Source: an optimization exercise on an open RTL-to-GDS flow (aim: small area, a short achievable clock period and few clock cycles per item). Production flows keep margins and buffers that such runs may drop. RTL that was checked went through simulation tests only; none was proved equivalent to the original. Only the layout flow was run in runs 1 and 2; the RTL was not checked for function there. No activity file was given, so power comes from the tool's default toggle rates.

## flow/run.sh

```bash
#!/bin/bash
# synth_recipe.tcl (not shown) runs the flow's synth.tcl, then flattens the netlist and writes it again
# the make line also repeats each setting of config.mk as NAME=value (left out here)
make -C /OpenROAD-flow-scripts/flow DESIGN_CONFIG=/design/flow/config.mk WORK_HOME=/design/flow/orfs CLKGATE_MAP_FILE= SYNTH_SCRIPT=/design/flow/synth_recipe.tcl finish
```

## flow/config.mk

```make
export PLATFORM = sky130hd
export DESIGN_NAME = motion_standby_decider
export DESIGN_NICKNAME = motion_standby_decider
export VERILOG_FILES = /design/flow/design.v
export SDC_FILE = /design/flow/constraint.sdc
export NUM_CORES = 4
export LEC_CHECK = 0
export CAP_MARGIN = 20
export CORE_MARGIN = 2
export CORE_UTILIZATION = 40
export SLEW_MARGIN = 20
```

## flow/constraint.sdc

```tcl
create_clock -name core_clock -period 16.0 [get_ports {clock}]
set_input_delay 3.2000 -clock core_clock [delete_from_list [all_inputs] [get_ports {clock}]]
set_output_delay 3.2000 -clock core_clock [all_outputs]
set_load 0.01 [all_outputs]
```

## flow/design.v

```verilog
package msd_pkg;
   localparam int CSR_INDEX_BITS = 3;
   localparam int CSR_DATA_BITS  = 32;
   localparam int CFG_TIME_BITS  = 32;
   localparam int THRESH_BITS    = 18;
   typedef enum logic [CSR_INDEX_BITS-1:0] {
      CSR_IDLE_TIMEOUT  = 3'd0,
      CSR_WAKE_GRACE    = 3'd1,
      CSR_LIFT_STABLE   = 3'd2,
      CSR_SET_DOWN_HOLD = 3'd3,
      CSR_STILL_THRESH  = 3'd4
   } csr_index_type;
   typedef enum logic [1:0] {
      KIND_TIME   = 2'd0,
      KIND_SAMPLE = 2'd1,
      KIND_ENTER  = 2'd2,
      KIND_WAKE   = 2'd3
   } kind_type;
   typedef enum logic [1:0] {
      CTX_PLAYING = 2'd0,
      CTX_PAUSED  = 2'd1,
      CTX_MENU    = 2'd2,
      CTX_OTHER   = 2'd3
   } context_type;
   typedef enum logic [1:0] {
      FLAT_NONE = 2'd0,
      FLAT_UP   = 2'd1,
      FLAT_DOWN = 2'd2,
      FLAT_BAD  = 2'd3
   } flat_type;
   typedef enum logic [1:0] {
      VERDICT_NONE  = 2'd0,
      VERDICT_ENTER = 2'd1,
      VERDICT_WAKE  = 2'd2,
      VERDICT_RSVD  = 2'd3
   } verdict_type;
endpackage
module motion_standby_decider #(
   parameter int TIME_BITS  = 32,
   parameter int ACCEL_BITS = 16
) (
   input  logic                                 clock,
   input  logic                                 reset,
   input  logic                                 csr_wr_en,
   input  logic [msd_pkg::CSR_INDEX_BITS-1:0]   csr_index,
   input  logic [msd_pkg::CSR_DATA_BITS-1:0]    csr_wr_data,
   input  logic                                 req_valid,
   output logic                                 req_stall,
   input  logic [1:0]                           req_kind,
   input  logic [TIME_BITS-1:0]                 req_now_ms,
   input  logic [1:0]                           req_screen_context,
   input  logic [1:0]                           req_flat_class,
   input  logic signed [ACCEL_BITS-1:0]         req_accel_x,
   input  logic signed [ACCEL_BITS-1:0]         req_accel_y,
   input  logic signed [ACCEL_BITS-1:0]         req_accel_z,
   output logic                                 rsp_valid,
   input  logic                                 rsp_stall,
   output logic [1:0]                           rsp_verdict,
   output logic                                 rsp_screen_off,
   output logic                                 rsp_standby_now,
   output logic                                 rsp_wake_allowed
);
   localparam int DRIFT_BITS = ACCEL_BITS + 2;
   function automatic logic time_reached(input logic [TIME_BITS-1:0] now,
                                         input logic [TIME_BITS-1:0] since,
                                         input logic [TIME_BITS-1:0] limit);
      logic [TIME_BITS-1:0] diff;
      diff = now - since;
      time_reached = diff >= limit;
   endfunction
   function automatic logic [ACCEL_BITS:0] abs_diff(input logic [ACCEL_BITS-1:0] a,
                                                    input logic [ACCEL_BITS-1:0] b);
      logic [ACCEL_BITS:0] d;
      d = {a[ACCEL_BITS-1], a} - {b[ACCEL_BITS-1], b};
      abs_diff = d[ACCEL_BITS] ? -d : d;
   endfunction
   logic [TIME_BITS-1:0]             idle_timeout_ff, wake_grace_ff, lift_stable_ff, hold_time_ff;
   logic [msd_pkg::THRESH_BITS-1:0]  still_thresh_ff;
   logic [msd_pkg::CSR_DATA_BITS-1:0] csr_data;
   assign csr_data = reset ? '0 : csr_wr_data;
   always_ff @(posedge clock) begin
      if (reset || (csr_wr_en && csr_index == msd_pkg::CSR_IDLE_TIMEOUT))  idle_timeout_ff <= csr_data;
      if (reset || (csr_wr_en && csr_index == msd_pkg::CSR_WAKE_GRACE))    wake_grace_ff   <= csr_data;
      if (reset || (csr_wr_en && csr_index == msd_pkg::CSR_LIFT_STABLE))   lift_stable_ff  <= csr_data;
      if (reset || (csr_wr_en && csr_index == msd_pkg::CSR_SET_DOWN_HOLD)) hold_time_ff    <= csr_data;
      if (reset || (csr_wr_en && csr_index == msd_pkg::CSR_STILL_THRESH))
         still_thresh_ff <= csr_data[msd_pkg::THRESH_BITS-1:0];
   end
   logic                   in_valid_ff;
   logic [1:0]             kind_ff;
   logic [TIME_BITS-1:0]   now_ff;
   logic [1:0]             ctx_ff;
   logic [1:0]             flat_ff;
   logic [ACCEL_BITS-1:0]  ax_ff, ay_ff, az_ff;
   logic                   stall_ff;
   always_ff @(posedge clock) begin
      in_valid_ff <= req_valid && !stall_ff && !reset;
      kind_ff     <= req_kind;
      now_ff      <= req_now_ms;
      ctx_ff      <= req_screen_context;
      flat_ff     <= req_flat_class;
      ax_ff       <= req_accel_x;
      ay_ff       <= req_accel_y;
      az_ff       <= req_accel_z;
   end
   logic                   standby_ff;
   logic                   mode_ff;        
   logic                   ctx_seen_ff;
   logic [1:0]             prev_ctx_ff;
   logic [1:0]             hold_face_ff;   
   logic [TIME_BITS-1:0]   ta_ff, tb_ff;
   logic [ACCEL_BITS-1:0]  ref_x_ff, ref_y_ff, ref_z_ff;
   logic        is_time, is_sample, is_enter, is_wake;
   logic        is_flat, face_down, reading_ctx, idle_ctx, ctx_new;
   logic        same_face, lift_pend;
   logic [DRIFT_BITS-1:0] drift;
   logic        drift_big;
   logic        reach_a, reach_b, grace_zero, idle_on;
   assign is_time   = kind_ff == msd_pkg::KIND_TIME;
   assign is_sample = kind_ff == msd_pkg::KIND_SAMPLE;
   assign is_enter  = kind_ff == msd_pkg::KIND_ENTER;
   assign is_wake   = kind_ff == msd_pkg::KIND_WAKE;
   assign is_flat     = flat_ff[0] ^ flat_ff[1];
   assign face_down   = flat_ff == msd_pkg::FLAT_DOWN;
   assign reading_ctx = !ctx_ff[1];
   assign idle_ctx    = ctx_ff[0] ^ ctx_ff[1];
   assign ctx_new     = !kind_ff[1] && (!ctx_seen_ff || ctx_ff != prev_ctx_ff);
   assign same_face   = flat_ff == hold_face_ff;
   assign lift_pend   = hold_face_ff[0];
   assign drift = DRIFT_BITS'(abs_diff(ax_ff, ref_x_ff))
                + DRIFT_BITS'(abs_diff(ay_ff, ref_y_ff))
                + DRIFT_BITS'(abs_diff(az_ff, ref_z_ff));
   assign drift_big = drift > DRIFT_BITS'(still_thresh_ff);
   assign reach_a    = time_reached(now_ff, ta_ff, standby_ff ? wake_grace_ff : idle_timeout_ff);
   assign reach_b    = time_reached(now_ff, tb_ff, standby_ff ? lift_stable_ff : hold_time_ff);
   assign grace_zero = wake_grace_ff == '0;
   assign idle_on    = idle_timeout_ff != '0;
   logic        standby_in, mode_in;
   logic [1:0]  hold_face_in;
   logic        load_ta, load_tb;
   logic [1:0]  verdict_in;
   logic        screen_off_in, wake_ok_in;
   logic        idle_check, hold_enter, restart;
   always_comb begin
      standby_in    = standby_ff;
      mode_in       = mode_ff;
      hold_face_in  = hold_face_ff;
      load_ta       = 1'b0;
      load_tb       = 1'b0;
      verdict_in    = msd_pkg::VERDICT_NONE;
      screen_off_in = 1'b0;
      idle_check    = 1'b0;
      hold_enter    = 1'b0;
      restart       = 1'b0;
      if (standby_ff) begin
         if (is_sample) begin
            if (is_flat) begin
               mode_in      = 1'b1;             
               hold_face_in = 2'b00;            
            end else if (mode_ff) begin
               if (!lift_pend) begin
                  hold_face_in = 2'b01;         
                  load_tb      = 1'b1;
               end else if (reach_b && reach_a) begin
                  standby_in   = 1'b0;
                  load_ta      = 1'b1;
                  mode_in      = 1'b1;          
                  hold_face_in = 2'b00;
                  verdict_in   = msd_pkg::VERDICT_WAKE;
               end
            end
         end else if (is_wake) begin
            standby_in   = 1'b0;
            load_ta      = 1'b1;
            mode_in      = 1'b0;                
            hold_face_in = 2'b00;
         end
      end else begin
         if (is_time) begin
            idle_check = 1'b1;
         end else if (is_sample) begin
            idle_check = 1'b1;
            if (!is_flat) begin
               mode_in      = 1'b1;
               hold_face_in = 2'b00;
            end else if (!reading_ctx || !mode_ff) begin
               hold_face_in = 2'b00;
            end else if (!same_face || drift_big) begin
               hold_face_in = flat_ff;
               restart      = 1'b1;
               load_tb      = 1'b1;
            end else if (reach_b) begin
               idle_check    = 1'b0;
               hold_enter    = 1'b1;
               standby_in    = 1'b1;
               load_ta       = 1'b1;
               mode_in       = 1'b1;            
               hold_face_in  = 2'b00;
               verdict_in    = msd_pkg::VERDICT_ENTER;
               screen_off_in = face_down;
            end
         end else if (is_enter) begin
            standby_in   = 1'b1;
            load_ta      = 1'b1;
            mode_in      = 1'b0;                
            hold_face_in = 2'b00;
         end
         if (ctx_new) begin
            load_ta = 1'b1;
         end
         if (idle_check && idle_on && idle_ctx && !ctx_new && reach_a) begin
            standby_in   = 1'b1;
            load_ta      = 1'b1;
            mode_in      = hold_face_in != 2'b00;
            hold_face_in = 2'b00;
            verdict_in   = msd_pkg::VERDICT_ENTER;
         end
      end
      wake_ok_in = !standby_in || (standby_ff ? reach_a : grace_zero);
   end
   always_ff @(posedge clock) begin
      if (reset) begin
         standby_ff   <= 1'b0;
         mode_ff      <= 1'b1;
         ctx_seen_ff  <= 1'b0;
         hold_face_ff <= 2'b00;
      end else if (in_valid_ff) begin
         standby_ff   <= standby_in;
         mode_ff      <= mode_in;
         hold_face_ff <= hold_face_in;
         if (!kind_ff[1]) begin
            ctx_seen_ff <= 1'b1;
         end
      end
   end
   always_ff @(posedge clock) begin
      if (in_valid_ff) begin
         if (!kind_ff[1]) prev_ctx_ff <= ctx_ff;
         if (load_ta) ta_ff <= now_ff;
         if (load_tb) tb_ff <= now_ff;
         if (restart) begin
            ref_x_ff <= ax_ff;
            ref_y_ff <= ay_ff;
            ref_z_ff <= az_ff;
         end
      end
   end
   logic [4:0] res;
   logic [4:0] q0_ff, q1_ff, q2_ff;
   logic       v0_ff, v1_ff, v2_ff;
   logic       pop, push;
   logic       s0, s1, s2;    
   logic       v1_next, v2_next;
   assign res  = {verdict_in, screen_off_in, standby_in, wake_ok_in};
   assign pop  = v0_ff && !rsp_stall;
   assign push = in_valid_ff;
   assign s0   = pop ? v1_ff : v0_ff;
   assign s1   = pop ? v2_ff : v1_ff;
   assign s2   = !pop && v2_ff;
   assign v1_next = s1 || (s0 && push);
   assign v2_next = s2 || (s1 && push);
   always_ff @(posedge clock) begin
      if (reset) begin
         v0_ff <= 1'b0;
         v1_ff <= 1'b0;
         v2_ff <= 1'b0;
      end else begin
         v0_ff <= s0 || push;
         v1_ff <= v1_next;
         v2_ff <= v2_next;
      end
      q0_ff <= s0 ? (pop ? q1_ff : q0_ff) : res;
      q1_ff <= s1 ? (pop ? q2_ff : q1_ff) : res;
      q2_ff <= s2 ? q2_ff : res;
   end
   always_ff @(posedge clock) begin
      if (reset) begin
         stall_ff <= 1'b0;
      end else begin
         stall_ff <= v2_next || (v1_next && req_valid && !stall_ff);
      end
   end
   assign req_stall        = stall_ff;
   assign rsp_valid        = v0_ff;
   assign rsp_verdict      = q0_ff[4:3];
   assign rsp_screen_off   = q0_ff[2];
   assign rsp_standby_now  = q0_ff[1];
   assign rsp_wake_allowed = q0_ff[0];
endmodule
```

==> results of run 1 <==
## cells in the final DEF, fill, tap and decap left out, types with 8 or more instances in the layout
master           instances
a211oi_1                15
a21o_1                  53
a21oi_1                128
a31oi_1                 14
and2_1                   8
and3_1                  22
buf_4                   10
clkbuf_1                 8
clkbuf_16               47
clkdlybuf4s50_1        131
dfxtp_1                 95
edfxtp_1               275
fa_1                    23
ha_1                   212
inv_1                  203
mux2i_1                 64
nand2_1                 95
nand2b_1                24
nand3_1                 33
nand4_1                 17
nor2_1                 111
nor2b_1                 59
nor3_1                  27
nor4_1                  23
o21a_1                  24
o21ai_0                 63
o21ai_1                 12
o21bai_1                10
o31ai_1                 16
or2_2                   10
or3_1                   10
xnor2_1                 87
xor2_1                  60
## routing by layer
metal | global-route usage [%] | routed length, um
met5 | 0 | 0
met1 | 23.7 | 22200
met4 | 5.56 | 1250
met3 | 3.56 | 2290
met2 | 28.8 | 21900
## final cells by class
| class | instances | area [um2] |
|---|---|---|
| multi-input cells | 1324 | 10100 |
| repair buffers | 143 | 1420 |
| well taps | 688 | 861 |
| clock buffers | 58 | 1250 |
| inverters | 204 | 766 |
| flip-flops and latches | 371 | 10200 |
| fillers | 4797 | 27600 |
| clock inverters | 23 | 270 |
## flip-flops by register name (all words and copies together) (netlist names), 18 cells and up
name	count
hold_time_ff	32
lift_stable_ff	32
wake_grace_ff	32
idle_timeout_ff	32
tb_ff	32
still_thresh_ff	18
now_ff	32
ta_ff	32
## power by group through the flow
stage	clock network [mW]	logic, mW	registers, mW
floorplan	0	0.613	1.13
global placement	0	0.812	1.14
detailed placement	0	0.834	1.15
CTS	1.06	0.841	1.13
global route	1.10	0.958	1.13
finish	1.03	0.837	1.13
## worst paths after layout
kind | to | start | cells past startpoint
worst max-delay path | ta_ff[30] | ref_x_ff[0] | 37
worst min-delay path | ref_y_ff[0] | ay_ff[0] | 0
worst max register to register | ta_ff[30] | ref_x_ff[0] | 37
worst min register to register | ref_y_ff[0] | ay_ff[0] | 0
## per-stage QoR
step	setup slack, ps	hold slack (ps)
3_3_place_gp	7270	416
5_1_grt	6310	446
2_1_floorplan	6930	408
6_report	7190	431
4_1_cts	6940	436
3_5_place_dp	6960	422
## kinds of logic (layout without fill, tap and decap cells)
logic type               after synthesis  count (layout)  share of synthesized area [%]
buffers and inverters                228             428                           4.05
adder cells (fa/ha/maj)              235             235                           14.7
AO/OA/AOI/OAI                        410             410                           12.6
multiplexers                          68              68                           3.24
flip-flops                           371             371                           48.1
XOR/XNOR                             147             147                           6.09
AND/OR/NAND/NOR                      464             464                           11.2
==> metrics.md, run 1 <==
| Metric | Value |
|---|---|
| Post-route cell area | `24,900 um2` |
| RSZ-0062 raised after global routing | `no` |
| Psw | `0.913 mW` |
| Crit-path leading delay family | `compound AO/OA/AOI/OAI gates` |
| Setup repair bufs after CTS | `0` |
| Clk pwr share | `34.4%` |
| Worst slew pin tran | `892 ps` |
| Vias in the first global route | `14,400` |
| Worst reg2reg setup slack | `7190 ps` |
| Avg Cell Area, Syn | `11.0 um2` |
| Most frequent cells after synthesis | `edfxtp_1, ha_1, inv_1` |
| Worst setup SP type | `flop` |
| CTS Hold Bufs | `0` |
| Status | `no timing/DRC/antenna violations` |
| VDD IR-drop max | `0.0000722 V` |
| CTS clock-pin slew for the worst setup and hold paths | `60 ps` |
| Post-synth top area share | `39.0%` |
| Dpl cells | `2,729` |
| Worst path slowest cell | `nor3_1` |
| Core area | `52,400 um2` |
| Row cnt | `84` |
| CTS tree | `built` |
| Post-Syn Area | `21,200 um2` |
| Critical Path End Type | `flop` |
| Slew headroom | `40.5%` |
| Cts repair resizes | `0` |
| DRT antenna net count | `0` |
| Clock Skew | `22.3 ps` |
| Final nets | `2,449` |
| Gpl congestion | `0.858` |
| 1st-iter DRT viols | `785` |
| Sequential share of the synthesized area | `48.1%` |
| Max FO, Critical Path | `22` |
| Num CTS Buffers | `44` |
| Count of pins over their slew limit | `0` |
| Sw frac | `30.5%` |
| Boundary Pins | `133` |
| Post-Layout Cell Count | `2,811` |
| H-tree Lvls | `2` |
| Die width | `234 um` |
| CP dominant cell by count | `a21oi_1` |
| Layout cells sized above 1 | `5.28%` |
| PortBufs | `132` |
| Buf+Inv Stages, Crit Path | `3` |
| Fin util | `47.4%` |
| Worst skew pair latency | `580 ps` |
| Area leader, netlist | `edfxtp_1` |
| Setup Viol. Count Final | `0` |
| Static Leakage | `10.2 nW` |
| Routed Wire Length | `47,600 um` |
| Min-Delay Path Class | `reg2reg` |
| Ys Warns | `1` |
| CP max stage delay | `570 ps` |
| Dpl hpwl | `36,100 um` |
| Internal | `2.08 mW` |
| Arr. time, crit path | `9080 ps` |
| Part of the power in registers | `37.6%` |
| Pre-Repair DR Iteration Count | `5` |
| Number of distinct library cells after synthesis | `75` |
| Remaining global-route overflow | `0` |
| # DRC | `0` |
| N_diodes | `0` |
| Synth area leaders | `edfxtp_1, ha_1, dfxtp_1, inv_1, xnor2_1` |
| Initial Util | `40.3%` |
| Design Power | `2.99 mW` |
| Max Root-Sink Buffers | `3` |
| Pin count of the biggest net entering global routing | `50` |
| Most frequent cell after synthesis | `edfxtp_1` |
| GRT Total Usage | `17.7%` |
| Post-synth EDFFs | `275` |
| Gate Count Post-Synth | `1,923` |
| Final setup TNS | `0 ps` |
| Crit path kind | `reg2reg` |
| DR WL/cell | `16.9 um` |
| Height of the chip | `234 um` |
| Clock period minus final worst setup slack | `8810 ps` |
| Root buf cell | `clkbuf_16` |
| Die ar. | `54,700 um2` |
| Initial antenna violation count | `0` |
| Dominant synthesized flop cell | `edfxtp_1` |
| Fmax | `114 MHz` |
| Req. time, crit path | `16,270 ps` |
| DR vias | `14,500` |
| Seq cells post-synth | `371` |
| Hold Vio Cnt, Final | `0` |
| Via-per-instance ratio | `5.15` |
| TritonCTS Sinks | `371` |
| Comb pwr share | `28.0%` |
| First-pass GRT wire length | `75,800 um` |
| Final worst-path cycle share | `55.1%` |
| Async S/R FF share, synth | `0%` |
| PwrDens | `120 nW/um2` |
| Syn_nets | `2,284` |
| Post-DP Area | `23,300 um2` |
| Synthesis-to-layout area growth | `17.6%` |
| Max-cap viol count | `0` |
==> run 2: changes to the inputs <==
--- a/flow/config.mk
+++ b/flow/config.mk
@@ -7,2 +7,3 @@
 export LEC_CHECK = 0
+export ABC_CLOCK_PERIOD_IN_PS = 3000
 export CAP_MARGIN = 20
==> metrics.md, run 2 <==
| Metric | Value |
|---|---|
| Min-Delay Path Class | `reg2reg` |
| Die ar. | `54,700 um2` |
| Post-Layout Cell Count | `2,811` |
| Status | `no timing/DRC/antenna violations` |
| Static Leakage | `10.2 nW` |
| CTS clock-pin slew for the worst setup and hold paths | `60 ps` |
| Synth area leaders | `edfxtp_1, ha_1, dfxtp_1, inv_1, xnor2_1` |
| VDD IR-drop max | `0.0000722 V` |
| Die width | `234 um` |
| Via-per-instance ratio | `5.15` |
| Root buf cell | `clkbuf_16` |
| Num CTS Buffers | `44` |
| Sequential share of the synthesized area | `48.1%` |
| TritonCTS Sinks | `371` |
| First-pass GRT wire length | `75,800 um` |
| Height of the chip | `234 um` |
| Arr. time, crit path | `9080 ps` |
| Worst setup SP type | `flop` |
| Req. time, crit path | `16,270 ps` |
| R2R Path Start | `ref_x_ff[0]` |
| Slew headroom | `40.5%` |
| # DRC | `0` |
| Clock Skew | `22.3 ps` |
| Max Root-Sink Buffers | `3` |
| Setup repair bufs after CTS | `0` |
| Dpl hpwl | `36,100 um` |
| Critical Path End Type | `flop` |
| Remaining global-route overflow | `0` |
| Cts repair resizes | `0` |
| PwrDens | `120 nW/um2` |
| RR Endpoint | `ta_ff[30]` |
| Most frequent cells after synthesis | `edfxtp_1, ha_1, inv_1` |
| Final setup TNS | `0 ps` |
| CTS tree | `built` |
| Gpl congestion | `0.858` |
| Seq cells post-synth | `371` |
| Routed Wire Length | `47,600 um` |
| GRT Total Usage | `17.7%` |
| Dpl cells | `2,729` |
| Row cnt | `84` |
| Number of distinct library cells after synthesis | `75` |
| Worst path slowest cell | `nor3_1` |
| Most frequent cells in the layout | `edfxtp_1, ha_1, inv_1` |
| Ys Warns | `1` |
| Count of pins over their slew limit | `0` |
| Pre-Repair DR Iteration Count | `5` |
| Initial antenna violation count | `0` |
| Most frequent cell after synthesis | `edfxtp_1` |
| FF-to-FF path depth | `37` |
| Post-synth EDFFs | `275` |
| Setup crit end | `ta_ff[30]` |
| Max FO, Critical Path | `22` |
| Worst setup startpoint | `ref_x_ff[0]` |
| Most common cell after layout, fill and taps aside | `edfxtp_1` |
| Avg Cell Area, Syn | `11.0 um2` |
| Post-Syn Area | `21,200 um2` |
| Area leader, netlist | `edfxtp_1` |
| CP dominant cell by count | `a21oi_1` |
| N_diodes | `0` |
| Post-synth top area share | `39.0%` |
| Layout cells sized above 1 | `5.28%` |
| Core area | `52,400 um2` |
| Gate Count Post-Synth | `1,923` |
| DRT antenna net count | `0` |
| DR WL/cell | `16.9 um` |
| Final nets | `2,449` |
| Worst skew pair latency | `580 ps` |
| Boundary Pins | `133` |
| H-tree Lvls | `2` |
| Worst slew pin tran | `892 ps` |
| Crit path kind | `reg2reg` |
| Worst reg2reg setup slack | `7190 ps` |
| Fmax | `114 MHz` |
| 1st-iter DRT viols | `785` |
| Vias in the first global route | `14,400` |
| Dominant synthesized flop cell | `edfxtp_1` |
| RSZ-0062 raised after global routing | `no` |
| CTS Hold Bufs | `0` |
| Hold Vio Cnt, Final | `0` |
| Async S/R FF share, synth | `0%` |
| DR vias | `14,500` |
| Setup Viol. Count Final | `0` |
| Initial Util | `40.3%` |
| Final worst-path cycle share | `55.1%` |
| Max-cap viol count | `0` |
| Pin count of the biggest net entering global routing | `50` |
| PortBufs | `132` |
| CP max stage delay | `570 ps` |
| Synthesis-to-layout area growth | `17.6%` |
| Clock period minus final worst setup slack | `8810 ps` |
| Syn_nets | `2,284` |
run 2: cell counts in the layout (fill, tap and decap cells not counted):
No cell type changed its count.
run 2: stage by stage:
step	hold WS [ps]	total power, mW	worst slack, ps	utilization, %	area (um2)
after detailed placement	422	1.98	6960	44.5	23300
after floorplan	408	1.75	6930	-	21200
final	431	2.99	7190	47.4	24900
after global placement	416	1.96	7270	44.5	23300
after global routing	446	3.19	6310	47.4	24900
after CTS	436	3.03	6940	47.4	24800
run 2: area by class of cell:
cell class / instances / area [um2]
clock buffer: 58 / 1250
clock inverter: 23 / 270
fill: 4797 / 27600
inverter: 204 / 766
multi-input combinational: 1324 / 10100
sequential: 371 / 10200
tap: 688 / 861
timing repair buffer: 143 / 1420
run 2: cells by family after synthesis:
| logic type | after synthesis | synth area share, % |
|---|---|---|
| compound gates | 410 | 12.6 |
| xor+xnor | 147 | 6.09 |
| fa+ha+maj | 235 | 14.7 |
| buf+inv | 228 | 4.05 |
| flops | 371 | 48.1 |
| mux | 68 | 3.24 |
| simple gates | 464 | 11.2 |
run 2: how the worst min path moves through the flow:
stage	end	start	cells after the start
floorplan	ref_x_ff[0]	ax_ff[0]	0
global placement	ref_y_ff[0]	ay_ff[0]	0
detailed placement	ref_y_ff[0]	ay_ff[0]	0
CTS	ref_y_ff[0]	ay_ff[0]	0
global route	ref_y_ff[0]	ay_ff[0]	0
finish	ref_y_ff[0]	ay_ff[0]	0
run 2: where the power goes:
part           internal (mW)  switching (mW)  leakage, nW
sequential              1.09          0.0316         3.44
clock                  0.621           0.409        0.742
combinational          0.366           0.472         6.01
run 2: metal layers:
layer	vias to the layer above	track usage [%]	wire, um
met5	-	0	0
met4	0	5.56	1250
met3	77	3.56	2290
met2	262	28.8	21900
met1	6828	23.7	22200
li1	7297	-	-
run 2: worst max-delay path: cells and delay by family, from the launching register on:
kind / cells / cell delay [ps]
AO/OA/AOI/OAI: 18 / 3750
adder cells (fa/ha/maj): 6 / 2080
AND/OR/NAND/NOR: 9 / 1820
flip-flops: 1 / 380
buffers and inverters: 3 / 350
XOR/XNOR: 1 / 90
==> run 3: changes to the inputs <==
--- a/flow/design.v
+++ b/flow/design.v
@@ -66,11 +66,12 @@
                                          input logic [TIME_BITS-1:0] limit);
-      logic [TIME_BITS-1:0] diff;
-      diff = now - since;
-      time_reached = diff >= limit;
-   endfunction
-   function automatic logic [ACCEL_BITS:0] abs_diff(input logic [ACCEL_BITS-1:0] a,
-                                                    input logic [ACCEL_BITS-1:0] b);
-      logic [ACCEL_BITS:0] d;
-      d = {a[ACCEL_BITS-1], a} - {b[ACCEL_BITS-1], b};
-      abs_diff = d[ACCEL_BITS] ? -d : d;
+      logic [TIME_BITS-1:0] x, y, cs, cc;
+      logic [TIME_BITS+1:0] w;
+      logic                 k;
+      x  = since;
+      y  = ~now;
+      cs = x ^ y ^ limit;
+      cc = (x & y) | (x & limit) | (y & limit);
+      w  = {2'b00, cs} + {1'b0, cc, 1'b0};
+      k  = since > now;
+      time_reached = k ? !w[TIME_BITS+1] : !(w[TIME_BITS+1] || w[TIME_BITS]);
    endfunction
@@ -115,3 +116,2 @@
    logic        same_face, lift_pend;
-   logic [DRIFT_BITS-1:0] drift;
    logic        drift_big;
@@ -129,6 +129,24 @@
    assign lift_pend   = hold_face_ff[0];
-   assign drift = DRIFT_BITS'(abs_diff(ax_ff, ref_x_ff))
-                + DRIFT_BITS'(abs_diff(ay_ff, ref_y_ff))
-                + DRIFT_BITS'(abs_diff(az_ff, ref_z_ff));
-   assign drift_big = drift > DRIFT_BITS'(still_thresh_ff);
+   logic [ACCEL_BITS:0]   dx, dy, dz;
+   logic [ACCEL_BITS-1:0] mx, my, mz, ds1, dc1;
+   logic [DRIFT_BITS:0]   ds2, dc2;
+   logic [DRIFT_BITS+1:0] psum;
+   logic [DRIFT_BITS:0]   p;
+   assign dx = {ax_ff[ACCEL_BITS-1], ax_ff} - {ref_x_ff[ACCEL_BITS-1], ref_x_ff};
+   assign dy = {ay_ff[ACCEL_BITS-1], ay_ff} - {ref_y_ff[ACCEL_BITS-1], ref_y_ff};
+   assign dz = {az_ff[ACCEL_BITS-1], az_ff} - {ref_z_ff[ACCEL_BITS-1], ref_z_ff};
+   assign mx = dx[ACCEL_BITS-1:0] ^ {ACCEL_BITS{!dx[ACCEL_BITS]}};
+   assign my = dy[ACCEL_BITS-1:0] ^ {ACCEL_BITS{!dy[ACCEL_BITS]}};
+   assign mz = dz[ACCEL_BITS-1:0] ^ {ACCEL_BITS{!dz[ACCEL_BITS]}};
+   assign ds1 = mx ^ my ^ mz;
+   assign dc1 = (mx & my) | (mx & mz) | (my & mz);
+   logic [DRIFT_BITS:0] o1, o2, o3;
+   assign o1 = {3'b000, ds1};
+   assign o2 = {2'b00, dc1, !dx[ACCEL_BITS]};
+   assign o3 = {1'b0, still_thresh_ff};
+   assign ds2 = o1 ^ o2 ^ o3;
+   assign dc2 = (o1 & o2) | (o1 & o3) | (o2 & o3);
+   assign psum = {ds2, 1'b1} + {dc2[DRIFT_BITS-1:0], !dy[ACCEL_BITS], !dz[ACCEL_BITS]};
+   assign p = psum[DRIFT_BITS+1:1];
+   assign drift_big = !(p[DRIFT_BITS] || (p[DRIFT_BITS-1] && p[DRIFT_BITS-2]));
    assign reach_a    = time_reached(now_ff, ta_ff, standby_ff ? wake_grace_ff : idle_timeout_ff);
@@ -142,34 +160,37 @@
    logic        screen_off_in, wake_ok_in;
-   logic        idle_check, hold_enter, restart;
+   logic        awake, a_sample, a_held, restart, hold_enter, idle_base, idle_fire;
+   logic        enter_ext, wake_ext, s_sample, lift_start, wake_v, hold_kept;
+   assign awake      = !standby_ff;
+   assign a_sample   = awake && is_sample;
+   assign a_held     = a_sample && is_flat && reading_ctx && mode_ff;
+   assign restart    = a_held && (!same_face || drift_big);
+   assign hold_enter = a_held && same_face && !drift_big && reach_b;
+   assign idle_base  = awake && !kind_ff[1] && idle_on && idle_ctx && !ctx_new && reach_a;
+   assign idle_fire  = idle_base && !hold_enter;
+   assign enter_ext  = awake && is_enter;
+   assign s_sample   = standby_ff && is_sample && !is_flat && mode_ff;
+   assign lift_start = s_sample && !lift_pend;
+   assign wake_v     = s_sample && lift_pend && reach_b && reach_a;
+   assign wake_ext   = standby_ff && is_wake;
+   assign hold_kept  = is_sample ? a_held : (hold_face_ff != 2'b00);
+   assign standby_in = standby_ff ? !(wake_v || wake_ext) : (enter_ext || hold_enter || idle_base);
+   assign load_ta    = (awake && (ctx_new || enter_ext || hold_enter || idle_base)) || wake_v || wake_ext;
+   assign load_tb    = restart || lift_start;
+   assign verdict_in = {wake_v, hold_enter || idle_fire};
+   assign screen_off_in = hold_enter && face_down;
+   assign wake_ok_in = standby_ff ? (wake_v || wake_ext || reach_a)
+                                  : (!(enter_ext || hold_enter || idle_base) || grace_zero);
    always_comb begin
-      standby_in    = standby_ff;
-      mode_in       = mode_ff;
-      hold_face_in  = hold_face_ff;
-      load_ta       = 1'b0;
-      load_tb       = 1'b0;
-      verdict_in    = msd_pkg::VERDICT_NONE;
-      screen_off_in = 1'b0;
-      idle_check    = 1'b0;
-      hold_enter    = 1'b0;
-      restart       = 1'b0;
+      mode_in      = mode_ff;
+      hold_face_in = hold_face_ff;
       if (standby_ff) begin
-         if (is_sample) begin
-            if (is_flat) begin
-               mode_in      = 1'b1;             
-               hold_face_in = 2'b00;            
-            end else if (mode_ff) begin
-               if (!lift_pend) begin
-                  hold_face_in = 2'b01;         
-                  load_tb      = 1'b1;
-               end else if (reach_b && reach_a) begin
-                  standby_in   = 1'b0;
-                  load_ta      = 1'b1;
-                  mode_in      = 1'b1;          
-                  hold_face_in = 2'b00;
-                  verdict_in   = msd_pkg::VERDICT_WAKE;
-               end
-            end
-         end else if (is_wake) begin
-            standby_in   = 1'b0;
-            load_ta      = 1'b1;
+         if (is_sample && is_flat) begin
+            mode_in      = 1'b1;                
+            hold_face_in = 2'b00;               
+         end else if (lift_start) begin
+            hold_face_in = 2'b01;               
+         end else if (wake_v) begin
+            mode_in      = 1'b1;                
+            hold_face_in = 2'b00;
+         end else if (wake_ext) begin
             mode_in      = 1'b0;                
@@ -178,43 +199,20 @@
       end else begin
-         if (is_time) begin
-            idle_check = 1'b1;
-         end else if (is_sample) begin
-            idle_check = 1'b1;
-            if (!is_flat) begin
-               mode_in      = 1'b1;
-               hold_face_in = 2'b00;
-            end else if (!reading_ctx || !mode_ff) begin
-               hold_face_in = 2'b00;
-            end else if (!same_face || drift_big) begin
-               hold_face_in = flat_ff;
-               restart      = 1'b1;
-               load_tb      = 1'b1;
-            end else if (reach_b) begin
-               idle_check    = 1'b0;
-               hold_enter    = 1'b1;
-               standby_in    = 1'b1;
-               load_ta       = 1'b1;
-               mode_in       = 1'b1;            
-               hold_face_in  = 2'b00;
-               verdict_in    = msd_pkg::VERDICT_ENTER;
-               screen_off_in = face_down;
-            end
-         end else if (is_enter) begin
-            standby_in   = 1'b1;
-            load_ta      = 1'b1;
-            mode_in      = 1'b0;                
-            hold_face_in = 2'b00;
-         end
-         if (ctx_new) begin
-            load_ta = 1'b1;
-         end
-         if (idle_check && idle_on && idle_ctx && !ctx_new && reach_a) begin
-            standby_in   = 1'b1;
-            load_ta      = 1'b1;
-            mode_in      = hold_face_in != 2'b00;
-            hold_face_in = 2'b00;
-            verdict_in   = msd_pkg::VERDICT_ENTER;
-         end
-      end
-      wake_ok_in = !standby_in || (standby_ff ? reach_a : grace_zero);
+         if (a_sample && !is_flat) begin
+            mode_in = 1'b1;
+         end
+         if (a_sample && !a_held) begin
+            hold_face_in = 2'b00;
+         end
+         if (restart) begin
+            hold_face_in = flat_ff;
+         end
+         if (hold_enter || enter_ext) begin
+            mode_in      = hold_enter;          
+            hold_face_in = 2'b00;
+         end
+         if (idle_fire) begin
+            mode_in      = hold_kept;           
+            hold_face_in = 2'b00;
+         end
+      end
    end
--- a/flow/config.mk
+++ b/flow/config.mk
@@ -7,3 +7,2 @@
 export LEC_CHECK = 0
-export ABC_CLOCK_PERIOD_IN_PS = 3000
 export CAP_MARGIN = 20
==> metrics.md, run 3 <==
| Metric | Value |
|---|---|
| Gpl congestion | `0.877` |
| Clk pwr share | `36.0%` |
| Fmax | `135 MHz` |
| N_diodes | `0` |
| VDD IR-drop max | `0.0000678 V` |
| Hold Vio Cnt, Final | `0` |
| Most common cell after layout, fill and taps aside | `inv_1` |
| Synth Area in Compound Gates | `8.31%` |
| Gate Count Post-Synth | `1,747` |
| Setup Viol. Count Final | `0` |
| Req. time, crit path | `16,190 ps` |
| Min-Delay Path Class | `reg2reg` |
| Max-cap viol count | `0` |
| CTS clock-pin slew for the worst setup and hold paths | `60 ps` |
| Cts repair resizes | `0` |
| 1st-iter DRT viols | `765` |
| Die ar. | `53,600 um2` |
| CP max stage delay | `520 ps` |
| Arr. time, crit path | `7620 ps` |
| Ys Warns | `1` |
| Comb pwr share | `22.6%` |
| Met2 Routed Length | `21,400 um` |
| Post-synth EDFFs | `275` |
| Setup repair bufs after CTS | `0` |
| CTS Hold Bufs | `0` |
| Via-per-instance ratio | `4.98` |
| Most frequent cells in the layout | `inv_1, edfxtp_1, ha_1` |
| Crit path kind | `reg2reg` |
| Num CTS Buffers | `43` |
| Top layer in use | `met4` |
| Static Leakage | `10.3 nW` |
| Synth area leaders | `edfxtp_1, ha_1, dfxtp_1, fa_1, inv_1` |
| Post-route cell area | `24,300 um2` |
| Synth Area in XOR/XNOR | `3.68%` |
| Largest family of logic cells by synthesized area | `adder cells` |
| Syn_nets | `2,162` |
| Pre-Repair DR Iteration Count | `5` |
| Final worst-path cycle share | `46.4%` |
| PortBufs | `132` |
| Clock period minus final worst setup slack | `7430 ps` |
| # DRC | `0` |
| Core area | `51,200 um2` |
| Max FO, Critical Path | `32` |
| Synthesis-to-layout area growth | `17.5%` |
| Dpl hpwl | `35,900 um` |
| Crit-path leading delay family | `compound AO/OA/AOI/OAI gates` |
| Root buf cell | `clkbuf_16` |
| Seq cells post-synth | `371` |
| DRT met1 WL | `22,200 um` |
| Height of the chip | `232 um` |
| Worst skew pair latency | `570 ps` |
| Clock Skew | `22.0 ps` |
| Status | `no timing/DRC/antenna violations` |
| Initial antenna violation count | `0` |
| CP dominant cell by count | `fa_1` |
| DR WL/cell | `17.8 um` |
| Worst setup startpoint | `ay_ff[0]` |
| Adder-cell share of the synthesized area | `21.0%` |
| Row cnt | `83` |
| Sw frac | `28.3%` |
| Final nets | `2,331` |
| Dominant synthesized flop cell | `edfxtp_1` |
| Critical Path End Type | `flop` |
| PwrDens | `113 nW/um2` |
| Post-synth top area share | `39.9%` |
| Post-DP Area | `22,900 um2` |
| H-tree Lvls | `2` |
| Post-Syn Area | `20,700 um2` |
| GRT Total Usage | `17.8%` |
| Layout cells sized above 1 | `5.13%` |
| TritonCTS Sinks | `371` |
| Hold slack | `442 ps` |
| Psw | `0.777 mW` |
| Sequential share of the synthesized area | `49.2%` |
| Vias in the first global route | `13,300` |
| Design Power | `2.74 mW` |
| Initial Util | `40.4%` |
| Pin count of the biggest net entering global routing | `49` |
| Area share of and/or/nand/nor cells after synthesis | `8.14%` |
| Most frequent cells after synthesis | `inv_1, edfxtp_1, ha_1` |
| CTS tree | `built` |
| DR vias | `13,100` |
| Async S/R FF share, synth | `0%` |
| Avg Cell Area, Syn | `11.9 um2` |
| WL met3 | `2330 um` |
| Hold Startpoint | `az_ff[13]` |
| Boundary Pins | `133` |
| Internal | `1.97 mW` |
| Max Root-Sink Buffers | `3` |
| Mux share of post-synthesis cell area | `3.34%` |
| Die width | `232 um` |
| RSZ-0062 raised after global routing | `no` |
| Buf+Inv Stages, Crit Path | `3` |
| Final setup TNS | `0 ps` |
| Area leader, netlist | `edfxtp_1` |
| Most frequent cell after synthesis | `inv_1` |
| Number of distinct library cells after synthesis | `69` |
| Remaining global-route overflow | `0` |
| Count of pins over their slew limit | `0` |
| First-pass GRT wire length | `73,100 um` |
| DRT antenna net count | `0` |
| Post-Layout Cell Count | `2,631` |
| Dpl cells | `2,551` |
| R2R Path Start | `ay_ff[0]` |
| Worst slew pin tran | `1130 ps` |
| Routed Wire Length | `46,700 um` |
| Part of the power in registers | `41.4%` |
| Slew headroom | `24.3%` |
| Worst path slowest cell | `fa_1` |
| Worst setup SP type | `flop` |
[run 3: power groups by stage]
stage               registers, mW  logic (mW)  clock network, mW
finish                       1.14       0.620              0.988
global route                 1.14       0.711               1.05
CTS                          1.14       0.626               1.02
detailed placement           1.16       0.618                  0
global placement             1.16       0.607                  0
floorplan                    1.14       0.435                  0
[run 3: per-stage QoR]
stage / utilization, % / worst slack, ps
2_1_floorplan: - / 8280
3_3_place_gp: 44.7 / 8570
6_report: 47.5 / 8570
3_5_place_dp: 44.7 / 8410
4_1_cts: 47.5 / 8360
5_1_grt: 47.5 / 8060
[run 3: path summary, 6_finish.rpt]
check	cells after the start	slack [ps]	endpoint
max	25	8570	ta_ff[28]
min	0	440	ref_z_ff[13]
max reg2reg	25	8570	ta_ff[28]
min reg2reg	0	440	ref_z_ff[13]
[run 3: routing by layer]
| metal | track usage, % | vias to the layer above |
|---|---|---|
| li1 | - | 6404 |
| met2 | 28.2 | 278 |
| met4 | 4.60 | 0 |
| met5 | 0 | - |
| met3 | 2.98 | 50 |
| met1 | 25.2 | 6381 |
[run 3: cell type report]
class / count / area, um2
inverter: 335 / 1260
sequential: 371 / 10200
clock inverter: 17 / 176
tap: 680 / 851
clock buffer: 63 / 1250
multi-input combinational: 1025 / 9230
fill: 4605 / 26900
timing repair buffer: 140 / 1380
[run 3: cell families (layout without fill, tap and decap cells)]
kind of cell	count (synthesis)	after routing
DFF	371	371
buffers and inverters	351	555
and+or+nand+nor	321	321
adders and majority gates	290	290
AOI/OAI and AO/OA	258	258
xor gates and xnor gates	87	87
muxes	69	69
Testbench counts of run 3, summed over its fixed seeds: cycles 24,016, items 24,000.
==> run 4: changes to the inputs <==
==> flow/flow/run.sh (new file) <==
#!/bin/bash
# Standard layout with the port buffers as plain buf_1 cells and timing repair aimed
# at a setup margin (slack to keep in reserve) of 10 ns.
set -euo pipefail
export BUFFER_PORTS_ARGS="-buffer_cell sky130_fd_sc_hd__buf_1"
bash standard.sh SETUP_SLACK_MARGIN=10 finish > make_finish.log 2>&1
==> flow/standard.sh (new file) <==
#!/bin/bash
# synth_recipe.tcl (not shown) runs the flow's synth.tcl, then flattens the netlist and writes it again
# the make line also repeats each setting of config.mk as NAME=value (left out here)
make -C /OpenROAD-flow-scripts/flow DESIGN_CONFIG=/design/flow/config.mk WORK_HOME=/design/flow/orfs CLKGATE_MAP_FILE= SYNTH_SCRIPT=/design/flow/synth_recipe.tcl "${@:-finish}"
removed: flow/run.sh
==> metrics.md, run 4 <==
| Metric | Value |
|---|---|
| Critical Path End Type | `flop` |
| Fin util | `48.0%` |
| Ys Warns | `1` |
| Via-per-instance ratio | `5.05` |
| Remaining global-route overflow | `0` |
| Status | `no timing/DRC/antenna violations` |
| Most common cell after layout, fill and taps aside | `inv_1` |
| Clock period minus final worst setup slack | `6270 ps` |
| Hold Startpoint | `ax_ff[0]` |
| CTS Hold Bufs | `0` |
| Comb pwr share | `25.1%` |
| Max Root-Sink Buffers | `3` |
| Min-Delay Path Class | `reg2reg` |
| Seq cells post-synth | `371` |
| Height of the chip | `232 um` |
| Final nets | `2,382` |
| Syn_nets | `2,162` |
| Layout cells sized above 1 | `10.4%` |
| Async S/R FF share, synth | `0%` |
| Crit-path leading delay family | `compound AO/OA/AOI/OAI gates` |
| TritonCTS Sinks | `371` |
| Setup Viol. Count Final | `0` |
| Worst slew pin tran | `985 ps` |
| N_diodes | `0` |
| Worst skew pair latency | `580 ps` |
| Num CTS Buffers | `43` |
| Sequential share of the synthesized area | `49.2%` |
| Pin count of the biggest net entering global routing | `44` |
| Boundary Pins | `133` |
| Design Power | `2.80 mW` |
| Row cnt | `83` |
| Avg Cell Area, Syn | `11.9 um2` |
| Gpl congestion | `0.887` |
| Post-DP Area | `22,100 um2` |
| Gate Count Post-Synth | `1,747` |
| Clock Skew | `32.4 ps` |
| Part of the power in registers | `40.7%` |
| Number of distinct library cells after synthesis | `69` |
| Fmax | `159 MHz` |
| Dominant synthesized flop cell | `edfxtp_1` |
| Post-route cell area | `24,500 um2` |
| First-pass GRT wire length | `77,500 um` |
| Clk pwr share | `34.2%` |
| Synth area leaders | `edfxtp_1, ha_1, dfxtp_1, fa_1, inv_1` |
| GRT Total Usage | `19.0%` |
| H-tree Lvls | `2` |
| CTS tree | `built` |
| Area leader, netlist | `edfxtp_1` |
| Most frequent cell after synthesis | `inv_1` |
| CTS clock-pin slew for the worst setup and hold paths | `60 ps` |
| Hold Vio Cnt, Final | `0` |
| Die width | `232 um` |
| Req. time, crit path | `16,270 ps` |
| Post-Syn Area | `20,700 um2` |
| Die ar. | `53,600 um2` |
| DR WL/cell | `18.9 um` |
| Crit path kind | `reg2reg` |
| Routed Wire Length | `50,600 um` |
| Initial antenna violation count | `0` |
| Post-synth EDFFs | `275` |
| Root buf cell | `clkbuf_16` |
| Vias in the first global route | `13,800` |
| 1st-iter DRT viols | `756` |
| Psw | `0.829 mW` |
| Arr. time, crit path | `6540 ps` |
| PwrDens | `114 nW/um2` |
| DR vias | `13,500` |
| Sw frac | `29.6%` |
| Number of fill cells | `4,567` |
| PortBufs | `132` |
| Synthesis-to-layout area growth | `18.6%` |
| VDD IR-drop max | `0.0000810 V` |
| Static Leakage | `10.3 nW` |
| Pre-Repair DR Iteration Count | `5` |
| Max FO, Critical Path | `4` |
| R2R Path Start | `ref_y_ff[0]` |
| Core area | `51,200 um2` |
| Worst setup SP type | `flop` |
| CP max stage delay | `590 ps` |
| Worst setup startpoint | `ref_y_ff[0]` |
| Internal | `1.97 mW` |
| Final worst-path cycle share | `39.2%` |
| RSZ-0062 raised after global routing | `yes` |
| Final setup TNS | `0 ps` |
| Slew headroom | `34.3%` |
| # DRC | `0` |
| Most frequent cells in the layout | `inv_1, edfxtp_1, ha_1` |
| Max-cap viol count | `0` |
| DRT antenna net count | `0` |
| Post-synth top area share | `39.9%` |
| Count of pins over their slew limit | `0` |
| Buf+Inv Stages, Crit Path | `4` |
| Initial Util | `40.4%` |
| Dpl hpwl | `36,700 um` |
| Most frequent cells after synthesis | `inv_1, edfxtp_1, ha_1` |
| Worst path slowest cell | `fa_1` |
[run 4: routing by layer]
layer	track usage, %	up-vias	wire [um]
met4	4.98	0	1010
met5	0	-	0
met2	30.8	326	23200
li1	-	6527	-
met3	3.43	65	2860
met1	26.2	6604	23600
[run 4: worst paths after layout]
path                               endpoint  slack, ps  depth (start not counted)
worst min register to register  ref_x_ff[0]        430                          0
worst min-delay path            ref_x_ff[0]        430                          0
worst max register to register     q1_ff[1]       9730                         29
worst max-delay path               q1_ff[1]       9730                         29
[run 4: worst register-to-register path, delay by kind of cell, from the launching register on]
family	cells	cell delay [ps]
simple gates	5	330
fa+ha+maj	5	1850
mux	1	190
compound gates	14	2670
buf+inv	4	560
flops	1	370
[run 4: stage by stage]
stage / instances / hold WS, ps / setup WS, ps
CTS: 2667 / 430 / 9740
finish: 2680 / 425 / 9730
global placement: 2550 / 415 / 8970
floorplan: 1747 / 408 / 10000
global route: 2680 / 448 / 9510
detailed placement: 2550 / 427 / 8750
[run 4: power groups by stage]
stage,sequential (mW),clock [mW],combinational [mW]
6_report,1.14,0.958,0.702
5_1_grt,1.14,1.02,0.785
4_1_cts,1.14,0.983,0.682
3_5_place_dp,1.16,0,0.609
3_3_place_gp,1.16,0,0.593
2_1_floorplan,1.14,0,0.443
[run 4: cell families after synthesis]
group                      after synthesis  share of synthesized area, %
AOI/OAI and AO/OA                      258                          8.31
buffers and inverters                  351                          6.36
and+or+nand+nor                        321                          8.14
muxes                                   69                          3.34
adders and majority gates              290                          21.0
xor gates and xnor gates                87                          3.68
DFF                                    371                          49.2
[run 4: timing repair]
action / CTS / global route
setup buffers: 32 / 9
pin swaps: 32 / 34
cloned: 7 / 4
endpoints found under the setup margin: 128 / 128
gates resized for setup: 59 / 39
[run 4: area by class of cell]
class                      count  area, um2  area share (%)
timing repair buffer         184       1160            4.71
multi-input combinational   1032       9720            39.6
inverter                     335       1260            5.12
sequential                   371      10200            41.5
clock buffer                  63       1300            5.28
tap                          680        851            3.47
clock inverter                15       87.6           0.357
==> run 5: changes to the inputs <==
==> flow/flow/run.sh (replaced) <==
#!/bin/bash
# Standard layout with the port buffers as plain buf_1 cells and timing repair aimed
# at a setup margin (slack to keep in reserve) of 11.5 ns.
set -euo pipefail
export BUFFER_PORTS_ARGS="-buffer_cell sky130_fd_sc_hd__buf_1"
bash standard.sh SETUP_SLACK_MARGIN=11.5 finish > make_finish.log 2>&1
--- a/flow/config.mk
+++ b/flow/config.mk
@@ -10,2 +10,5 @@
 export CORE_UTILIZATION = 40
+export CTS_BUF_LIST = sky130_fd_sc_hd__clkbuf_8
+export CTS_CLUSTER_DIAMETER = 60
+export CTS_CLUSTER_SIZE = 30
 export SLEW_MARGIN = 20
==> metrics.md, run 5 <==
| Metric | Value |
|---|---|
| Final worst-path cycle share | `40.6%` |
| Number of fill cells | `4,697` |
| CP max stage delay | `510 ps` |
| Die width | `232 um` |
| Crit path kind | `reg2reg` |
| DRT antenna net count | `0` |
| Arr. time, crit path | `6860 ps` |
| Most frequent cells in the layout | `inv_1, edfxtp_1, ha_1` |
| Area share of and/or/nand/nor cells after synthesis | `8.14%` |
| Max FO, Critical Path | `8` |
| GR Util met1 | `27.1%` |
| Post-synth EDFFs | `275` |
| Initial antenna violation count | `0` |
| Dpl hpwl | `36,200 um` |
| Grt met2 use | `30.5%` |
| Synth area leaders | `edfxtp_1, ha_1, dfxtp_1, fa_1, inv_1` |
| Layout cells sized above 1 | `10.6%` |
| Mux share of post-synthesis cell area | `3.34%` |
| Hold Vio Cnt, Final | `0` |
| RSZ-0062 raised after global routing | `yes` |
| Gate Count Post-Synth | `1,747` |
| Sequential share of the synthesized area | `49.2%` |
| Final setup TNS | `0 ps` |
| Via-per-instance ratio | `5.05` |
| Vias in the first global route | `13,800` |
| Most common cell after layout, fill and taps aside | `inv_1` |
| GRT busiest layer | `met2` |
| Part of the power in registers | `45.5%` |
| Final nets | `2,377` |
| Clock period minus final worst setup slack | `6500 ps` |
| Number of distinct library cells after synthesis | `69` |
| Psw | `0.822 mW` |
| Worst path slowest cell | `fa_1` |
| Critical Path End Type | `flop` |
| Boundary Pins | `133` |
| PwrDens | `104 nW/um2` |
| Area leader, netlist | `edfxtp_1` |
| Synth Area in XOR/XNOR | `3.68%` |
| Dominant synthesized flop cell | `edfxtp_1` |
| Ys Warns | `1` |
| Seq cells post-synth | `371` |
| Post-Syn Area | `20,700 um2` |
| Max-cap viol count | `0` |
| Async S/R FF share, synth | `0%` |
| Avg Cell Area, Syn | `11.9 um2` |
| Synth Area in Compound Gates | `8.31%` |
| DR vias | `13,500` |
| Status | `no timing/DRC/antenna violations` |
| Sw frac | `33.0%` |
| Slew headroom | `35.6%` |
| Remaining global-route overflow | `0` |
| Most frequent cell after synthesis | `inv_1` |
| TritonCTS Sinks | `371` |
| Hold Startpoint | `ay_ff[0]` |
| Clock Skew | `50.6 ps` |
| Count of pins over their slew limit | `0` |
| Routed Wire Length | `50,300 um` |
| Height of the chip | `232 um` |
| Crit-path leading delay family | `compound AO/OA/AOI/OAI gates` |
| Most frequent cells after synthesis | `inv_1, edfxtp_1, ha_1` |
| Pin count of the biggest net entering global routing | `44` |
| PortBufs | `132` |
| # DRC | `0` |
| CTS Hold Bufs | `0` |
| Num CTS Buffers | `36` |
| Adder-cell share of the synthesized area | `21.0%` |
| Fin worst setup slack | `9500 ps` |
| GRT Total Usage | `18.9%` |
| Die ar. | `53,600 um2` |
| Gpl congestion | `0.829` |
| H-tree Lvls | `2` |
| VDD IR-drop max | `0.0000600 V` |
| Setup Viol. Count Final | `0` |
| Post-synth top area share | `39.9%` |
| 1st-iter DRT viols | `915` |
| Static Leakage | `10.0 nW` |
| Worst skew pair latency | `650 ps` |
| GRT met3 Usage | `2.58%` |
| Internal | `1.67 mW` |
| Synthesis-to-layout area growth | `15.5%` |
| DR WL/cell | `18.8 um` |
| Initial Util | `40.4%` |
| Max Root-Sink Buffers | `3` |
| Post-DP Area | `22,100 um2` |
| Post-route cell area | `23,900 um2` |
| Min-Delay Path Class | `reg2reg` |
| Row cnt | `83` |
| Worst setup startpoint | `ref_y_ff[0]` |
| Pre-CTS setup slack | `9260 ps` |
| Req. time, crit path | `16,360 ps` |
| Worst slew pin tran | `965 ps` |
| Comb pwr share | `28.1%` |
| Fmax | `154 MHz` |
| CTS clock-pin slew for the worst setup and hold paths | `100 ps` |
| Worst setup SP type | `flop` |
| Pre-Repair DR Iteration Count | `5` |
| Root buf cell | `clkbuf_8` |
| Buf+Inv Stages, Crit Path | `6` |
| R2R Path Start | `ref_y_ff[0]` |
| Largest family of logic cells by synthesized area | `adder cells` |
| CTS tree | `built` |
| Design Power | `2.49 mW` |
| Clk pwr share | `26.4%` |
| Syn_nets | `2,162` |
| First-pass GRT wire length | `77,600 um` |
| Core area | `51,200 um2` |
## run 5: changes by cell type in the layout (fill, tap and decap cells not counted), sizes merged
| cell | previous run | this run |
|---|---|---|
| clkinvlp | 2 | 3 |
| bufinv | 0 | 1 |
| clkbuf | 65 | 40 |
| inv | 336 | 347 |
| and2 | 17 | 18 |
| buf | 182 | 183 |
| diode | 0 | 1 |
## run 5: final cells by class
class	count	area, um2	area share [%]
clock inverter	28	298	1.25
inverter	335	1260	5.26
antenna	1	2.50	0.0105
multi-input combinational	1033	9710	40.6
clock buffer	38	523	2.19
sequential	371	10200	42.6
tap	680	851	3.56
timing repair buffer	185	1090	4.56
## run 5: power groups by stage
stage          clock [mW]  sequential (mW)  combinational (mW)
2_1_floorplan           0             1.14               0.455
4_1_cts             0.677             1.14               0.683
3_3_place_gp            0             1.16               0.597
3_5_place_dp            0             1.16               0.614
5_1_grt             0.712             1.14               0.790
6_report            0.657             1.13               0.698
## run 5: timing repair
action,4_1_cts,5_1_grt
buffers inserted,33,14
cloned,10,1
endpoints found under the setup margin,259,228
resized for setup,64,16
pin swaps,29,25
## run 5: path summary, 6_finish.rpt
check | to | slack [ps] | cells after the start
setup reg to reg | ta_ff[30] | 9500 | 30
hold reg to reg | ref_y_ff[0] | 450 | 0
hold / removal | ref_y_ff[0] | 450 | 0
setup / recovery | ta_ff[30] | 9500 | 30
## run 5: metal layers
metal | part of all wire, % | up-vias
li1 | - | 6509
met1 | 48 | 6644
met2 | 46 | 284
met3 | 4.6 | 50
met4 | 1.6 | 0
met5 | 0 | -
## run 5: kinds of logic after synthesis
kind of cell / Yosys count
flops: 371
buf+inv: 351
simple gates: 321
fa+ha+maj: 290
compound gates: 258
xor+xnor: 87
mux: 69
## run 5: worst register-to-register path, delay by kind of cell (launching register included)
family | cells | cell delay [ps]
adder cells (fa/ha/maj) | 5 | 1800
AND/OR/NAND/NOR | 4 | 520
flip-flops | 1 | 390
buffers and inverters | 6 | 750
XOR/XNOR | 1 | 110
AO/OA/AOI/OAI | 14 | 2660
## run 5: through the flow
stage          std cells  util [%]  hold slack, ps
6_report            2671      46.7             446
5_1_grt             2670      46.7             455
3_5_place_dp        2546      43.2             418
2_1_floorplan       1747         -             408
3_3_place_gp        2546      43.2             416
4_1_cts             2655      46.3             446
==> run 6: changes to the inputs <==
--- a/flow/config.mk
+++ b/flow/config.mk
@@ -10,5 +10,3 @@
 export CORE_UTILIZATION = 40
-export CTS_BUF_LIST = sky130_fd_sc_hd__clkbuf_8
-export CTS_CLUSTER_DIAMETER = 60
-export CTS_CLUSTER_SIZE = 30
+export CTS_BUF_LIST = sky130_fd_sc_hd__clkbuf_4
 export SLEW_MARGIN = 20
==> metrics.md, run 6 <==
| Metric | Value |
|---|---|
| Most frequent cell after synthesis | `inv_1` |
| Area leader, netlist | `edfxtp_1` |
| TritonCTS Sinks | `371` |
| Row cnt | `83` |
| Remaining global-route overflow | `0` |
| Max FO, Critical Path | `8` |
| DRT antenna net count | `0` |
| H-tree Lvls | `3` |
| # DRC | `0` |
| Synth Area in XOR/XNOR | `3.68%` |
| Pin count of the biggest net entering global routing | `44` |
| Avg Cell Area, Syn | `11.9 um2` |
| Core area | `51,200 um2` |
| GRT Total Usage | `19.4%` |
| VDD IR-drop max | `0.0000582 V` |
| Synth Area in Compound Gates | `8.31%` |
| Final setup TNS | `0 ps` |
| Fin util | `47.9%` |
| Seq cells post-synth | `371` |
| CTS Hold Bufs | `0` |
| Fmax | `158 MHz` |
| Post-Syn Area | `20,700 um2` |
| Arr. time, crit path | `6870 ps` |
| Routed Wire Length | `51,700 um` |
| Worst slew pin tran | `1010 ps` |
| Final nets | `2,449` |
| Critical Path End Type | `flop` |
| Post-Layout Cell Count | `2,799` |
| Max-cap viol count | `0` |
| RSZ-0062 raised after global routing | `yes` |
| Largest family of logic cells by synthesized area | `adder cells` |
| Hold Vio Cnt, Final | `0` |
| Hold slack | `432 ps` |
| Number of distinct library cells after synthesis | `69` |
| CTS tree | `built` |
| Worst setup SP type | `flop` |
| Setup Viol. Count Final | `0` |
| Number of fill cells | `4,715` |
| PortBufs | `132` |
| Die width | `232 um` |
| Post-synth top area share | `39.9%` |
| Post-synth EDFFs | `275` |
| Max Root-Sink Buffers | `3` |
| CTS clock-pin slew for the worst setup and hold paths | `70 ps` |
| DR WL/cell | `18.5 um` |
| CP dominant cell by count | `buf_4` |
| Gate Count Post-Synth | `1,747` |
| Post-route cell area | `24,500 um2` |
| Async S/R FF share, synth | `0%` |
| Design Power | `2.71 mW` |
| Min-Delay Path Class | `reg2reg` |
| Slew headroom | `32.8%` |
| Synthesis-to-layout area growth | `18.5%` |
| Layout cells sized above 1 | `15.8%` |
| Fin worst setup slack | `9690 ps` |
| Post-DP Area | `22,100 um2` |
| Status | `no timing/DRC/antenna violations` |
| Count of pins over their slew limit | `0` |
| Dpl hpwl | `36,200 um` |
| First-pass GRT wire length | `78,900 um` |
| Most common cell after layout, fill and taps aside | `inv_1` |
| Sequential share of the synthesized area | `49.2%` |
| Vias in the first global route | `14,400` |
| DR vias | `14,000` |
| Pre-Repair DR Iteration Count | `5` |
| Crit path kind | `reg2reg` |
| Root buf cell | `clkbuf_4` |
| Mux share of post-synthesis cell area | `3.34%` |
| Pre-CTS setup slack | `9260 ps` |
| Gpl congestion | `0.829` |
| Worst skew pair latency | `870 ps` |
| 1st-iter DRT viols | `900` |
| Most frequent cells in the layout | `inv_1, edfxtp_1, ha_1` |
| Height of the chip | `232 um` |
| Die ar. | `53,600 um2` |
| Dominant synthesized flop cell | `edfxtp_1` |
| Final worst-path cycle share | `39.5%` |
| Buf+Inv Stages, Crit Path | `8` |
| Clock period minus final worst setup slack | `6310 ps` |
| Dpl cells | `2,546` |
| Worst path slowest cell | `fa_1` |
| Synth area leaders | `edfxtp_1, ha_1, dfxtp_1, fa_1, inv_1` |
| CP max stage delay | `540 ps` |
| Crit-path leading delay family | `compound AO/OA/AOI/OAI gates` |
| Num CTS Buffers | `98` |
| Initial Util | `40.4%` |
| Initial antenna violation count | `2` |
| Clock Skew | `79.4 ps` |
| Static Leakage | `10.5 nW` |
| PwrDens | `110 nW/um2` |
| Req. time, crit path | `16,560 ps` |
| Area share of and/or/nand/nor cells after synthesis | `8.14%` |
| Via-per-instance ratio | `4.99` |
| Most frequent cells after synthesis | `inv_1, edfxtp_1, ha_1` |
| Ys Warns | `1` |
| Boundary Pins | `133` |
| Syn_nets | `2,162` |
| Adder-cell share of the synthesized area | `21.0%` |
[run 6: cell counts after synthesis]
Identical to the previous run, type by type.
[run 6: power breakdown]
part | internal, mW | switching, mW
Clock | 0.454 | 0.401
Combinational | 0.315 | 0.402
Sequential | 1.10 | 0.0377
[run 6: area by class of cell]
cell class              instances  area (um2)  area share [%]
repair buffers                195        1170            4.79
diodes                          4        10.0          0.0408
well taps                     680         851            3.47
multi-input cells            1033        9770            39.8
flip-flops and latches        371       10200            41.5
clock buffers                 155        1160            4.74
inverters                     335        1260            5.12
clock inverters                26         130           0.530
[run 6: cells by family after synthesis]
| family | after synthesis |
|---|---|
| compound gates | 258 |
| xor+xnor | 87 |
| fa+ha+maj | 290 |
| buf+inv | 351 |
| flops | 371 |
| mux | 69 |
| simple gates | 321 |
[run 6: what timing repair did]
item,CTS,global route
buffers inserted,45,12
pin swaps,34,7
gates resized for setup,74,27
endpoints found under the setup margin,138,208
gates cloned,8,3
[run 6: per-layer routing]
metal	track usage [%]	share of wire (%)	up-vias
li1	-	-	6724
met1	26.5	46	6764
met2	30.9	46	398
met3	4.11	5.5	74
met4	5.95	2.1	0
met5	0	0	-
[run 6: final timing paths]
path         slack, ps      start  depth (start not counted)      endpoint
max               9690   ax_ff[0]                         29     ta_ff[25]
min                430  az_ff[14]                          0  ref_z_ff[14]
max reg2reg       9690   ax_ff[0]                         29     ta_ff[25]
min reg2reg        430  az_ff[14]                          0  ref_z_ff[14]
==> run 7: changes to the inputs <==
--- a/flow/config.mk
+++ b/flow/config.mk
@@ -10,3 +10,2 @@
 export CORE_UTILIZATION = 40
-export CTS_BUF_LIST = sky130_fd_sc_hd__clkbuf_4
 export SLEW_MARGIN = 20
==> metrics.md, run 7 <==
| Metric | Value |
|---|---|
| Final setup TNS | `0 ps` |
| Post-Syn Area | `20,700 um2` |
| Vias in the first global route | `13,900` |
| Critical Path End Type | `flop` |
| Area leader, netlist | `edfxtp_1` |
| Largest family of logic cells by synthesized area | `adder cells` |
| RSZ-0062 raised after global routing | `yes` |
| CTS Hold Bufs | `0` |
| Setup Viol. Count Final | `0` |
| Dominant synthesized flop cell | `edfxtp_1` |
| CTS tree | `built` |
| Pin count of the biggest net entering global routing | `44` |
| Boundary Pins | `133` |
| Die ar. | `53,600 um2` |
| PortBufs | `132` |
| Root buf cell | `clkbuf_16` |
| N_diodes | `0` |
| DR WL/cell | `18.7 um` |
| Most frequent cells after synthesis | `inv_1, edfxtp_1, ha_1` |
| Final nets | `2,394` |
| Dpl hpwl | `36,200 um` |
| Worst setup SP type | `flop` |
| Fin worst setup slack | `9850 ps` |
| Pre-CTS setup slack | `9260 ps` |
| VDD IR-drop max | `0.0000732 V` |
| Synthesis-to-layout area growth | `19.0%` |
| Number of distinct library cells after synthesis | `69` |
| Post-DP Area | `22,100 um2` |
| CP max stage delay | `570 ps` |
| Hold Vio Cnt, Final | `0` |
| CTS clock-pin slew for the worst setup and hold paths | `60 ps` |
| Crit path kind | `reg2reg` |
| Max FO, Critical Path | `8` |
| Most frequent cell after synthesis | `inv_1` |
| First-pass GRT wire length | `77,600 um` |
| Worst slew pin tran | `1020 ps` |
| Gpl congestion | `0.829` |
| Post-synth top area share | `39.9%` |
| Static Leakage | `10.4 nW` |
| Req. time, crit path | `16,270 ps` |
| Height of the chip | `232 um` |
| Initial antenna violation count | `0` |
| Number of fill cells | `4,621` |
| Die width | `232 um` |
| Arr. time, crit path | `6420 ps` |
| Most frequent cells in the layout | `inv_1, edfxtp_1, ha_1` |
| Post-route cell area | `24,600 um2` |
| Synth Area in Compound Gates | `8.31%` |
| GRT Total Usage | `18.9%` |
| 1st-iter DRT viols | `964` |
| Most common cell after layout, fill and taps aside | `inv_1` |
| Initial Util | `40.4%` |
| Pre-Repair DR Iteration Count | `5` |
| Remaining global-route overflow | `0` |
| Status | `no timing/DRC/antenna violations` |
| Clock Skew | `23.7 ps` |
| Final worst-path cycle share | `38.4%` |
| Adder-cell share of the synthesized area | `21.0%` |
| Async S/R FF share, synth | `0%` |
| Core area | `51,200 um2` |
| Area share of and/or/nand/nor cells after synthesis | `8.14%` |
| Ys Warns | `1` |
| Row cnt | `83` |
| Synth area leaders | `edfxtp_1, ha_1, dfxtp_1, fa_1, inv_1` |
| Count of pins over their slew limit | `0` |
| H-tree Lvls | `2` |
| Seq cells post-synth | `371` |
| Via-per-instance ratio | `5.05` |
| Fin util | `48.1%` |
| DRT antenna net count | `0` |
| PwrDens | `115 nW/um2` |
| Fmax | `163 MHz` |
| Sequential share of the synthesized area | `49.2%` |
| Layout cells sized above 1 | `11.4%` |
| Max-cap viol count | `0` |
| Slew headroom | `31.6%` |
| Synth Area in XOR/XNOR | `3.68%` |
| Min-Delay Path Class | `reg2reg` |
| Avg Cell Area, Syn | `11.9 um2` |
| Max Root-Sink Buffers | `3` |
| Mux share of post-synthesis cell area | `3.34%` |
| Post-synth EDFFs | `275` |
| TritonCTS Sinks | `371` |
| Clock period minus final worst setup slack | `6150 ps` |
| Worst path slowest cell | `fa_1` |
| Routed Wire Length | `50,400 um` |
| Gate Count Post-Synth | `1,747` |
| # DRC | `0` |
| DR vias | `13,600` |
| Worst skew pair latency | `570 ps` |
| Num CTS Buffers | `43` |
| Syn_nets | `2,162` |
-- run 7: path summary, 6_finish.rpt --
kind	from	endpoint	cells past startpoint	slack, ps
hold reg to reg	ay_ff[0]	ref_y_ff[0]	0	430
hold / removal	ay_ff[0]	ref_y_ff[0]	0	430
setup reg to reg	ay_ff[0]	ta_ff[30]	30	9850
setup / recovery	ay_ff[0]	ta_ff[30]	30	9850
-- run 7: final cells by class --
cell class / instances / area, um2 / share of cell area (%)
multi-input combinational: 1033 / 9730 / 39.5
inverter: 335 / 1260 / 5.12
clock buffer: 61 / 1290 / 5.23
clock inverter: 18 / 166 / 0.675
tap: 680 / 851 / 3.45
timing repair buffer: 195 / 1160 / 4.71
sequential: 371 / 10200 / 41.3
-- run 7: kinds of logic (layout without fill, tap and decap cells) --
| logic type | count (synthesis) | count (layout) |
|---|---|---|
| buffers and inverters | 351 | 609 |
| DFF | 371 | 371 |
| and+or+nand+nor | 321 | 328 |
| muxes | 69 | 69 |
| AOI/OAI and AO/OA | 258 | 259 |
| adders and majority gates | 290 | 290 |
| xor gates and xnor gates | 87 | 87 |
-- run 7: layer usage --
layer	track usage, %	vias up	share of wire (%)
met2	30.7	315	46
met3	2.57	58	4.7
li1	-	6552	-
met1	26.7	6669	47
met4	4.84	0	1.8
met5	0	-	0
-- run 7: report_power, final --
part,switching (mW),internal (mW)
Combinational,0.395,0.312
Clock,0.391,0.607
Sequential,0.0381,1.10
-- run 7: worst max-delay path, delay by kind of cell (launching register included) --
| kind | cells | cell delay [ps] |
|---|---|---|
| AO/OA/AOI/OAI | 12 | 2110 |
| adder cells (fa/ha/maj) | 5 | 1770 |
| buffers and inverters | 6 | 750 |
| flip-flops | 1 | 320 |
| multiplexers | 1 | 70 |
| AND/OR/NAND/NOR | 6 | 820 |
-- run 7: what timing repair did --
action                                  in CTS  in global routing
pin swaps                                   31                 22
endpoints found under the setup margin     259                258
gates resized for setup                     66                 22
gates cloned                                 8                  3
setup buffers                               39                 18
-- run 7: stage by stage --
step           std cells  power [mW]  hold slack (ps)
2_1_floorplan       1747        1.60              408
3_3_place_gp        2546        1.75              416
3_5_place_dp        2546        1.77              418
4_1_cts             2672        2.84              433
5_1_grt             2693        3.00              442
6_report            2693        2.84              433

Re-timed with assumed drivers on the ports (clkbuf_16 on the clock, buf_2 on other inputs), run 7 has 9.850 ns of setup slack against 9.850 ns with ideal ports, and 9.850 ns once port delays also move by the mid clock arrival of 0.612 ns.
